Source: an optimization exercise on an open RTL-to-GDS flow (aim: small area and a short achievable clock period). Production flows keep margins and buffers that such runs may drop.
Only simulation tests tie the RTL to the original design; equivalence was not proved.
No activity file was given, so power comes from the tool's default toggle rates.

==> inputs of run a <==
==> flow/design.v (excerpt) <==
module scope_top (
  input  logic       clk_AD,
  input  logic       reset,
  input  logic [7:0] data_in,
  input  logic       trigger,
  input  logic       wb_cyc,
  input  logic       wb_stb,
  input  logic [9:0] wb_adr,
  output logic       wb_ack,
  output logic [7:0] wb_dat,
  output logic       capturing,
  output logic [3:0] vopp_hundreds,
  output logic [3:0] vopp_tens,
  output logic [3:0] vopp_units
);
  localparam int FRAME_LEN = 640;
  localparam int NB        = FRAME_LEN / 4;
  localparam logic [7:0] SEED_LEVEL = 8'd112;
  logic [9:0] wr_adr;
  logic       trig_ok;
  logic       last_wr;
  logic       cap_n;      
  logic [9:0] wr_adr_n;   
  assign trig_ok = !capturing && trigger && data_in[7];
  assign last_wr = capturing && (wr_adr == 10'(FRAME_LEN - 1));
  always_comb begin
    if (reset) begin
      cap_n = 1'b0;
    end else if (trig_ok) begin
      cap_n = 1'b1;
    end else if (last_wr) begin
      cap_n = 1'b0;
  ...
clock: 5.8 ns
lec_check: 0
abc_clock_period_in_ps: 2000
cap_margin: 20
core_margin: 2
core_utilization: 65
cts_cluster_diameter: 100
cts_cluster_size: 25
setup_slack_margin: 3.5
slew_margin: 20
synth_memory_max_bits: 8192
run.sh (not shown) runs the stock make flow with config.mk's settings and CLKGATE_MAP_FILE= SYNTH_SCRIPT=/design/flow/synth_recipe.tcl, a recipe that flattens the netlist after the stock synthesis.
==> run b: changes against run a <==
--- a/flow/design.v
+++ b/flow/design.v
@@ -79,18 +79,17 @@
   logic [3:1] pv;         
   logic [3:1] pv_n;
   logic [9:0] pa [4];     
   logic [7:0] pd [4];     
   logic       m0_r;       
   logic       live0_r;    
   logic [3:1] mp_r;       
   logic       pend_r;     
-  logic [9:0] bank_hi_r;  
-  logic [15:0] bank_lo_r;  
+  logic [7:0] bank_r;     
   logic [1:0] st_r;       
   logic [3:1] mp_n;
   logic [7:0] bank_n;
   logic [1:0] st_n;
   assign pa[0] = wr_adr;
   assign pd[0] = data_in;
   assign ph_n  = ph + 1'b1;
   assign m[0]   = m0_r && !reset;
@@ -124,26 +123,25 @@
     pa[3]   <= pa[2];
     pd[1]   <= pd[0];
     pd[2]   <= pd[1];
     pd[3]   <= pd[2];
     m0_r    <= cap_n && (wr_adr_n[1:0] == ph_n);
     live0_r <= cap_n && (wr_adr_n[1:0] == ph_n) && (wr_adr_n[9:2] == 8'd0);
     mp_r    <= mp_n;
     pend_r  <= |mp_n;
-    for (int i = 0; i < 10; i++) bank_hi_r[i] <= (bank_n[7:4] == 4'(i));
-    for (int i = 0; i < 16; i++) bank_lo_r[i] <= (bank_n[3:0] == 4'(i));
+    bank_r  <= bank_n;
     st_r    <= st_n;
   end
   logic       ins_en;
-  logic [9:0] ins_hi;     
+  logic [7:0] ins_bank;
   logic [7:0] ins_dat;
   logic       live0;      
   assign ins_en   = pend_r || m[0];
-  assign ins_hi   = bank_hi_r & {10{ins_en}};
+  assign ins_bank = bank_r;
   assign live0    = live0_r && !reset;
   always_comb begin
     if (!pend_r) begin
       ins_dat = pd[0];
     end else if (st_r == 2'd3) begin
       ins_dat = pd[3];
     end else if (st_r == 2'd2) begin
       ins_dat = pd[2];
@@ -155,127 +153,95 @@
   for (genvar b = 0; b < NB; b++) begin : g_bank
     logic [7:0] p0;
     logic [7:0] p1;
     logic [7:0] p2;
     logic [7:0] p3;
     logic       sel;
     logic [7:0] din;
     if (b == 0) begin : g_live
-      assign sel = live0 || (ins_hi[b / 16] && bank_lo_r[b % 16]);
+      assign sel = live0 || (ins_en && (ins_bank == 8'(b)));
       assign din = live0 ? pd[0] : ins_dat;
     end else begin : g_shared
-      assign sel = ins_hi[b / 16] && bank_lo_r[b % 16];
+      assign sel = ins_en && (ins_bank == 8'(b));
       assign din = ins_dat;
     end
     always_ff @(posedge clk_AD) begin
       p0 <= p1;
       p1 <= p2;
       p2 <= p3;
       p3 <= sel ? din : p0;
     end
     assign words[4*b]   = p0;
     assign words[4*b+1] = p1;
     assign words[4*b+2] = p2;
     assign words[4*b+3] = p3;
   end
-  localparam int NG = 2;
-  logic [7:0] tr [4][NG][128];
-  logic [7:0] rd_pl [4][NG];   
+  logic [7:0] tr [4][256];
+  logic [7:0] rd_pl [4];   
   always_comb begin
     for (int i = 0; i < 4; i++) begin
-      for (int g = 0; g < NG; g++) begin
-        for (int b = 0; b < 128; b++) tr[i][g][b] = (128 * g + b < NB) ? words[4*(128*g+b)+i] : '0;
-        for (int l = 0; l < 7; l++) begin
-          for (int b = 0; b < (128 >> (l + 1)); b++) begin
-            tr[i][g][b] = wb_adr[2+l] ? tr[i][g][2*b+1] : tr[i][g][2*b];
-          end
+      for (int b = 0; b < 256; b++) tr[i][b] = (b < NB) ? words[4*b+i] : '0;
+      for (int l = 0; l < 8; l++) begin
+        for (int b = 0; b < (256 >> (l + 1)); b++) begin
+          tr[i][b] = wb_adr[2+l] ? tr[i][2*b+1] : tr[i][2*b];
         end
-        rd_pl[i][g] = tr[i][g][0];
       end
+      rd_pl[i] = tr[i][0];
     end
   end
   logic       rd_req;
   logic [3:1] rd_hit;
   assign rd_req = wb_cyc && wb_stb && !wb_ack;
   for (genvar s = 1; s < 4; s++) begin : g_hit
     assign rd_hit[s] = pv[s] && (pa[s] == wb_adr);
   end
   always_ff @(posedge clk_AD) begin
     if (reset) begin
       wb_ack <= 1'b0;
     end else begin
       wb_ack <= rd_req;
     end
   end
-  logic [7:0] rd_q [4][NG];
-  logic [7:0] rd_hit_d;
+  logic [7:0] rd_q [4];
   logic [1:0] rd_pos;
-  logic       any_hit;
   logic [7:0] hit_dat;
-  assign rd_pos  = wb_adr[1:0] - ph;
-  assign any_hit = |rd_hit;
   always_comb begin
     if (rd_hit[1]) begin
       hit_dat = pd[1];
     end else if (rd_hit[2]) begin
       hit_dat = pd[2];
     end else begin
       hit_dat = pd[3];
     end
   end
   always_ff @(posedge clk_AD) begin
     for (int i = 0; i < 4; i++) begin
-      for (int g = 0; g < NG; g++) begin
-        rd_q[i][g] <= (!any_hit && (rd_pos == 2'(i)) && (wb_adr[9] == 1'(g))) ? rd_pl[i][g] : '0;
-      end
-    end
-    rd_hit_d <= any_hit ? hit_dat : '0;
-  end
-  always_comb begin
-    wb_dat = rd_hit_d;
-    for (int i = 0; i < 4; i++) begin
-      for (int g = 0; g < NG; g++) begin
-        wb_dat = wb_dat | rd_q[i][g];
-      end
+      rd_q[i] <= (|rd_hit) ? hit_dat : rd_pl[i];
     end
+    rd_pos <= wb_adr[1:0] - ph;
   end
+  assign wb_dat = rd_q[rd_pos];
   logic [7:0] max_reg;
   logic [7:0] min_reg;
   logic [7:0] max_nxt;
   logic [7:0] min_nxt;
   logic [7:0] vopp;
-  logic [8:0] up;       
-  logic [8:0] down;     
-  logic       above;    
-  logic       below;    
-  logic [7:0] span;     
   always_comb begin
-    up      = {1'b0, data_in} - {1'b0, min_reg};
-    down    = {1'b0, max_reg} - {1'b0, data_in};
-    above   = down[8];
-    below   = up[8];
-    max_nxt = above ? data_in : max_reg;
-    min_nxt = below ? data_in : min_reg;
-    if (above) begin
-      span = up[7:0];
-    end else if (below) begin
-      span = down[7:0];
-    end else begin
-      span = max_reg - min_reg;
-    end
+    max_nxt = (data_in > max_reg) ? data_in : max_reg;
+    min_nxt = (data_in < min_reg) ? data_in : min_reg;
   end
   always_ff @(posedge clk_AD) begin
     if (reset) begin
       max_reg <= SEED_LEVEL;
       min_reg <= SEED_LEVEL;
       vopp    <= '0;
     end else if (capturing) begin
       if (last_wr) begin
-        vopp    <= span;
+        vopp    <= max_nxt - min_nxt;
         max_reg <= SEED_LEVEL;
         min_reg <= SEED_LEVEL;
       end else begin
         max_reg <= max_nxt;
         min_reg <= min_nxt;
       end
     end
   end
==> flow/config.mk (replaced) <==
export PLATFORM = sky130hd
export DESIGN_NAME = scope_top
export DESIGN_NICKNAME = scope_top
export VERILOG_FILES = /design/flow/design.v
export SDC_FILE = /design/flow/constraint.sdc
export NUM_CORES = 4
export LEC_CHECK = 0
export ABC_CLOCK_PERIOD_IN_PS = 2500
export CAP_MARGIN = 20
export CORE_MARGIN = 2
export CORE_UTILIZATION = 65
export CTS_CLUSTER_DIAMETER = 100
export CTS_CLUSTER_SIZE = 25
export SETUP_SLACK_MARGIN = 3.0
export SLEW_MARGIN = 20
export SYNTH_MEMORY_MAX_BITS = 8192
==> run c: changes against run a <==
==> flow/flow/run.sh (new file) <==
#!/bin/bash
# The standard layout (the standard.sh: ORFS synthesis to finish), with one
# change: the resizer may pick any drive strength of a cell when it repairs
# timing and design rules (the platform's MATCH_CELL_FOOTPRINT=1 keeps each
# cell within its own footprint, which in sky130hd rules out upsizing).
# make's full output goes to flow_make.log in the folder this runs in; ORFS's
# per-step logs are under orfs/logs/.
set -euo pipefail
bash standard.sh MATCH_CELL_FOOTPRINT=0 finish > flow_make.log 2>&1
==> flow/standard.sh (new file) <==
#!/bin/bash
# synth_recipe.tcl (not shown) runs the flow's synth.tcl, then flattens the netlist and writes it again
# the make line also repeats each setting of config.mk as NAME=value (left out here)
make -C /OpenROAD-flow-scripts/flow DESIGN_CONFIG=/design/flow/config.mk WORK_HOME=/design/flow/orfs CLKGATE_MAP_FILE= SYNTH_SCRIPT=/design/flow/synth_recipe.tcl "${@:-finish}"
==> flow/config.mk (replaced) <==
export PLATFORM = sky130hd
export DESIGN_NAME = scope_top
export DESIGN_NICKNAME = scope_top
export VERILOG_FILES = /design/flow/design.v
export SDC_FILE = /design/flow/constraint.sdc
export NUM_CORES = 4
export LEC_CHECK = 0
export ABC_CLOCK_PERIOD_IN_PS = 2500
export CAP_MARGIN = 20
export CORE_MARGIN = 2
export CORE_UTILIZATION = 65
export CTS_CLUSTER_DIAMETER = 100
export CTS_CLUSTER_SIZE = 25
export SETUP_SLACK_MARGIN = 3.0
export SLEW_MARGIN = 20
export SYNTH_MEMORY_MAX_BITS = 8192
removed: flow/run.sh
==> out/qor.csv <==
stage,metric,value,unit
die,DIE WIDTH,506,microns
cts,# resized after CTS,599,
timing,final hold slack,0.323,ns
critical_path,R2R Path End,vopp[7],
critical_path,Worst setup startpoint,rd_pos[0],
yosys,Synth area leaders,"dfxtp_1 (64%), mux4_2 (23%), o21ai_0 (4.0%)",
power,Design Power,57.7,mW
detailed_routing,drt wl/cell,29.1,microns
die,Initial Utilization,0.653,
yosys,Post-Synthesis Net Count,11400,
global_routing,largest net degree at the start of global routing,161,
global_routing,GRT met1 Usage,0.481,
cells_and_area,multi-input logic area,57100,sq um
outcome,status,"complete, no violations",
power,Clk pwr share,0.314,
cells_and_area,sequential cell count,5282,
cts,latest clock arrival within the worst-skew pair,0.94,ns
timing,Worst Skew,0.0458,ns
detailed_routing,vias,91300,
[end of results for run b]
==> out/qor.csv <==
stage,metric,value,unit
outcome,status,"complete, no violations",
cts,latest clock arrival within the worst-skew pair,0.94,ns
timing,final hold slack,0.318,ns
die,DIE WIDTH,509,microns
critical_path,Worst setup startpoint,rd_q[5][4],
cts,# resized after CTS,568,
power,Design Power,58.0,mW
critical_path,R2R Path End,rd_q[6][1],
yosys,Post-Synthesis Net Count,12100,
power,Clk pwr share,0.315,
detailed_routing,vias,96800,
[end of results for run c]
==> out/qor.csv <==
stage,metric,value,unit
outcome,status,"complete, no violations",
power,Design Power,58.7,mW
cells_and_area,multi-input logic area,59800,sq um
timing,final hold slack,0.329,ns
cts,# resized after CTS,1135,
die,DIE WIDTH,509,microns
power,Clk pwr share,0.313,
detailed_routing,vias,99600,
global_routing,GRT met1 Usage,0.514,
critical_path,Worst setup startpoint,rd_hit_d[3],
critical_path,R2R Path End,rd_q[0][3],
yosys,Synth area leaders,"dfxtp_1 (64%), mux4_2 (19%), o21ai_0 (4.1%)",
timing,Worst Skew,0.0346,ns
cells_and_area,sequential cell count,5338,
yosys,Post-Synthesis Net Count,12100,
detailed_routing,drt wl/cell,30.3,microns
[end of results for run a]

-- re-timing with driven ports --
No port has a modelled driver above. Below, the same layouts with a new extraction and two added sets of constraints. Step 1 sets driving cells, clkbuf_16 on the clock port and buf_2 on the other inputs (assumed; they add their load-dependent delay and slew). Step 2 adds t to the input delays and takes it off the output delays; t is the mean of the earliest and latest rising clock arrival at the registers after step 1. Input paths then give back, and output paths get back, about the clock's delay inside the block. Three values: ideal ports, drivers, drivers and shift; two values: the first two.
run	shift t [ns]	slack for setup (ns)	worst register clock-pin slew, ns	pins driven straight from the clock port
run a	1.006	2.750 / 2.257 / 1.251	0.10 / 0.10	1
run b	1.018	2.216 / 2.035 / 1.017	0.10 / 0.10	1
run c	1.013	2.675 / 2.417 / 1.404	0.11 / 0.11	1
After both steps every run listed still meets setup and hold. The setup slack of run a, which loses most, moves by -0.493 ns with the drivers and by -1.499 ns with both steps.
